What follows belongs to an exercise in optimizing a design on an open flow for small area; a production flow would make more cautious choices. In this exercise RTL edits were held to simulation tests only and were not proved equivalent to the original. Power is estimated from default activity; no workload was simulated.

Design dft_bin_acc, start of the top module:
module dft_bin_acc
#(
    parameter int N      = 256,
    parameter int PH_LAT = 6,
    parameter int ACC_W  = dft_pkg::ACC_W_DEF
) (
    input  logic                     CK,
    input  logic                     RST,
    input  logic                     START,
    input  logic signed [dft_pkg::PH_W-1:0]   cos0,
    input  logic signed [dft_pkg::PH_W-1:0]   sin0,
    input  logic signed [dft_pkg::PH_W-1:0]   cos1,
    input  logic signed [dft_pkg::PH_W-1:0]   sin1,
    output logic [dft_pkg::ADDR_W-1:0]        smp_addr,
    input  logic signed [dft_pkg::SMP_W-1:0]  smp_data,
    output logic signed [ACC_W-1:0]  re0,
    output logic signed [ACC_W-1:0]  im0,
    output logic signed [ACC_W-1:0]  re1,
    output logic signed [ACC_W-1:0]  im1,
    output logic                     busy,
    output logic                     done
);
Settings: LEC_CHECK=0, CAP_MARGIN=5, CORE_MARGIN=2, CORE_UTILIZATION=75, GPL_TIMING_DRIVEN=0, PLACE_DENSITY=0.85, SLEW_MARGIN=5; clock period 11.0 ns.
standard.sh (not shown) runs the stock make flow with config.mk's settings and CLKGATE_MAP_FILE= SYNTH_SCRIPT=/design/flow/synth_recipe.tcl, a recipe that flattens the netlist after the stock synthesis.
==> flow/flow/run.sh <==
#!/bin/bash
# Standard layout, with an area-oriented synthesis: the standard flow's synthesis script
# with Yosys synth's generic "abc -fast" skipped (so the hand-built adder
# cells survive to extract_fa) and the final ABC mapping done with
# flow/abc_area.script instead of ORFS's delay-oriented script. Ports get
# the smallest buffer cell; no buffers for pass-through wires from synthesis
# (the port buffers replace them); a clock tree of small buffers.
set -euo pipefail
W=$(pwd)
{
  echo 'proc synth {args} { if {[lsearch $args fine:] >= 0} { yosys synth -nofsm -noshare -noabc {*}$args } else { yosys synth -nofsm -noshare {*}$args } }'
  echo "proc abc {args} { set i [lsearch \$args -script]; if {\$i >= 0} { lset args [expr {\$i + 1}] $W/flow/abc_area.script }; yosys abc {*}\$args }"
  tail -n +2 synth_recipe.tcl
} > my_synth.tcl
sed "s#SYNTH_SCRIPT=[^ ]*#SYNTH_SCRIPT=$W/my_synth.tcl#" standard.sh > my_standard.sh
export BUFFER_PORTS_ARGS="-buffer_cell sky130_fd_sc_hd__buf_1"
export SYNTH_INSBUF=0
# Clock tree from small clock buffers, without dummy balancing loads.
export CTS_ARGS="-buf_list sky130_fd_sc_hd__clkbuf_8 -dont_use_dummy_load"
bash my_standard.sh > flow.log 2>&1
==> flow/flow/abc_area.script <==
&get -n
&st
&dch
&nf -a
&put
topo
The first run passed the timing, DRC and antenna checks.
Rerun with:
--- a/flow/flow/run.sh
+++ b/flow/flow/run.sh
@@ -17,4 +17,4 @@
 export SYNTH_INSBUF=0
 # Clock tree from small clock buffers, without dummy balancing loads.
-export CTS_ARGS="-buf_list sky130_fd_sc_hd__clkbuf_8 -dont_use_dummy_load"
+export CTS_ARGS="-buf_list sky130_fd_sc_hd__clkbuf_16 -dont_use_dummy_load"
 bash my_standard.sh > flow.log 2>&1
Die area stays the same.
Routed wire length rose slightly.
Via count rose slightly.
Worst setup slack got worse by 140 ps.
First-iteration DRC count rose by a little under a tenth.
Power rose by a few percent.
Combinational power stays flat.

Another version of the RTL of dft_bin_acc (not shown whole).
Size: about 0.035 mm^2 of cells after synthesis.
Settings: LEC_CHECK=0, CAP_MARGIN=5, CORE_MARGIN=2, CORE_UTILIZATION=75, GPL_TIMING_DRIVEN=0, PLACE_DENSITY=0.85, SETUP_SLACK_MARGIN=0.2, SLEW_MARGIN=5; clock period 11.0 ns.
==> flow/flow/run.sh <==
#!/bin/bash
# Standard layout, with an area-oriented synthesis: the standard flow's synthesis script
# with Yosys synth's generic "abc -fast" skipped (so the hand-built adder
# cells survive to extract_fa) and the final ABC mapping done with
# flow/abc_area.script instead of ORFS's delay-oriented script. Ports get
# the smallest buffer cell; no buffers for pass-through wires from synthesis
# (the port buffers replace them); a clock tree without dummy loads.
set -euo pipefail
W=$(pwd)
{
  echo 'proc synth {args} { if {[lsearch $args fine:] >= 0} { yosys synth -nofsm -noshare -noabc {*}$args } else { yosys synth -nofsm -noshare {*}$args } }'
  echo "proc abc {args} { set i [lsearch \$args -script]; if {\$i >= 0} { lset args [expr {\$i + 1}] $W/flow/abc_area.script }; yosys abc {*}\$args }"
  tail -n +2 synth_recipe.tcl
} > my_synth.tcl
sed "s#SYNTH_SCRIPT=[^ ]*#SYNTH_SCRIPT=$W/my_synth.tcl#" standard.sh > my_standard.sh
export BUFFER_PORTS_ARGS="-buffer_cell sky130_fd_sc_hd__buf_1"
export SYNTH_INSBUF=0
# Clock tree from small clock buffers, without dummy balancing loads.
export CTS_ARGS='-sink_clustering_enable -repair_clock_nets -root_buf sky130_fd_sc_hd__clkbuf_16 -sink_clustering_size 10 -buf_list sky130_fd_sc_hd__clkbuf_8 -dont_use_dummy_load'
bash my_standard.sh > flow.log 2>&1
Scripts as last shown in full above: flow/flow/abc_area.script
Edit:
--- a/flow/flow/run.sh
+++ b/flow/flow/run.sh
@@ -18,3 +18,3 @@
 # Clock tree from small clock buffers, without dummy balancing loads.
-export CTS_ARGS='-sink_clustering_enable -repair_clock_nets -root_buf sky130_fd_sc_hd__clkbuf_16 -sink_clustering_size 10 -buf_list sky130_fd_sc_hd__clkbuf_8 -dont_use_dummy_load'
+export CTS_ARGS="-sink_clustering_enable -repair_clock_nets -buf_list sky130_fd_sc_hd__clkbuf_16 -dont_use_dummy_load"
 bash my_standard.sh > flow.log 2>&1
CORE_UTILIZATION = 65   (was 75)
PLACE_DENSITY = default   (was 0.85)
What happened:
- global-route usage falls by 7.1 points
- clock-buffer cell count stays the same
- combinational power came out lower by a few percent
- utilization falls by 10 points
- clock skew hardly moves

Setup of before:
dft_bin_acc again, from the RTL that the note above started with.
clock: 11.0 ns
lec_check: 0
cap_margin: 5
core_margin: 2
core_utilization: 75
gpl_timing_driven: 0
place_density: 0.85
setup_slack_margin: 0.2
slew_margin: 5
==> flow/flow/run.sh <==
#!/bin/bash
# Standard layout, with an area-oriented synthesis: the standard flow's synthesis script
# with Yosys synth's generic "abc -fast" skipped (so the hand-built adder
# cells survive to extract_fa) and the final ABC mapping done with
# flow/abc_area.script instead of ORFS's delay-oriented script. Ports get
# the smallest buffer cell; no buffers for pass-through wires from synthesis
# (the port buffers replace them); a clock tree of clkbuf_8 leaves under a clkbuf_16 root, without dummy loads.
set -euo pipefail
W=$(pwd)
{
  echo 'proc synth {args} { if {[lsearch $args fine:] >= 0} { yosys synth -nofsm -noshare -noabc {*}$args } else { yosys synth -nofsm -noshare {*}$args } }'
  echo "proc abc {args} { set i [lsearch \$args -script]; if {\$i >= 0} { lset args [expr {\$i + 1}] $W/flow/abc_area.script }; yosys abc {*}\$args }"
  tail -n +2 synth_recipe.tcl
} > my_synth.tcl
sed "s#SYNTH_SCRIPT=[^ ]*#SYNTH_SCRIPT=$W/my_synth.tcl#" standard.sh > my_standard.sh
export BUFFER_PORTS_ARGS="-buffer_cell sky130_fd_sc_hd__buf_1"
export SYNTH_INSBUF=0
# Clock tree from small clock buffers, without dummy balancing loads.
export CTS_ARGS='-sink_clustering_enable -repair_clock_nets -root_buf sky130_fd_sc_hd__clkbuf_16 -sink_clustering_size 10 -buf_list sky130_fd_sc_hd__clkbuf_8 -dont_use_dummy_load'
bash my_standard.sh > flow.log 2>&1
Scripts as last shown in full above: flow/flow/abc_area.script
Here is what was changed in the inputs of after compared with before.
--- a/flow/flow/run.sh
+++ b/flow/flow/run.sh
@@ -6,3 +6,3 @@
 # the smallest buffer cell; no buffers for pass-through wires from synthesis
-# (the port buffers replace them); a clock tree of clkbuf_8 leaves under a clkbuf_16 root, without dummy loads.
+# (the port buffers replace them); a clock tree without dummy loads.
 set -euo pipefail
@@ -18,3 +18,3 @@
 # Clock tree from small clock buffers, without dummy balancing loads.
-export CTS_ARGS='-sink_clustering_enable -repair_clock_nets -root_buf sky130_fd_sc_hd__clkbuf_16 -sink_clustering_size 10 -buf_list sky130_fd_sc_hd__clkbuf_8 -dont_use_dummy_load'
+export CTS_ARGS="-sink_clustering_enable -repair_clock_nets -buf_list sky130_fd_sc_hd__clkbuf_16 -dont_use_dummy_load"
 bash my_standard.sh > flow.log 2>&1
- after: flow completed, timing, DRC and antenna clean
- after reports a higher routed wire length than before does.
- Portion of total power attributed to the clock network: after vs before up 2.4 points
- The total power in after was higher than what before gave.
- Higher wire length of the first global-routing pass goes to after over before.
- Lower slack of the critical path among after and before: after
- before → after: clock tree cell share of total cell area grew by 0.47 points, global-route congestion overflow total flat, area overhead of the layout relative to synthesis shows an increase of 0.51 points, fmax fell about 0.6%.

-- static timing again, ports no longer ideal --
How much do the figures lean on ideal ports? The routed layouts below were timed once more, with nothing changed but the port constraints. Step 1 assumes that a clkbuf_16 drives the clock port and a buf_2 every other input. Step 2, shift: input delay + t, output delay - t, t = (earliest + latest rising clock arrival at the registers) / 2. This alone moves slack from input paths to output paths. a / b / c = ideal / step 1 / step 2; a / b = the first two.
run | t, ns | setup WS [ns] | worst register clock-pin slew, ns | worst slew at a driven data input, ns
the first run of note 1 | 0.669 | 0.344 / 0.382 / -0.287 | 0.11 / 0.11 | 0.08
the second run of note 1 | 0.577 | 0.209 / 0.252 / -0.324 | 0.08 / 0.08 | 0.08
the first run of note 2 | 0.546 | 0.426 / 0.467 / -0.079 | 0.12 / 0.12 | 0.07
the second run of note 2 | 0.586 | 0.316 / 0.358 / -0.228 | 0.10 / 0.10 | 0.07
before | 0.546 | 0.426 / 0.467 / -0.079 | 0.12 / 0.12 | 0.07
after | 0.585 | 0.363 / 0.388 / -0.197 | 0.09 / 0.09 | 0.07
With both steps, setup timing fails in every run listed, where it was met with ideal ports. The setup slack of the first run of note 1, which loses most, moves by +0.038 ns with the drivers and by -0.631 ns with both steps.
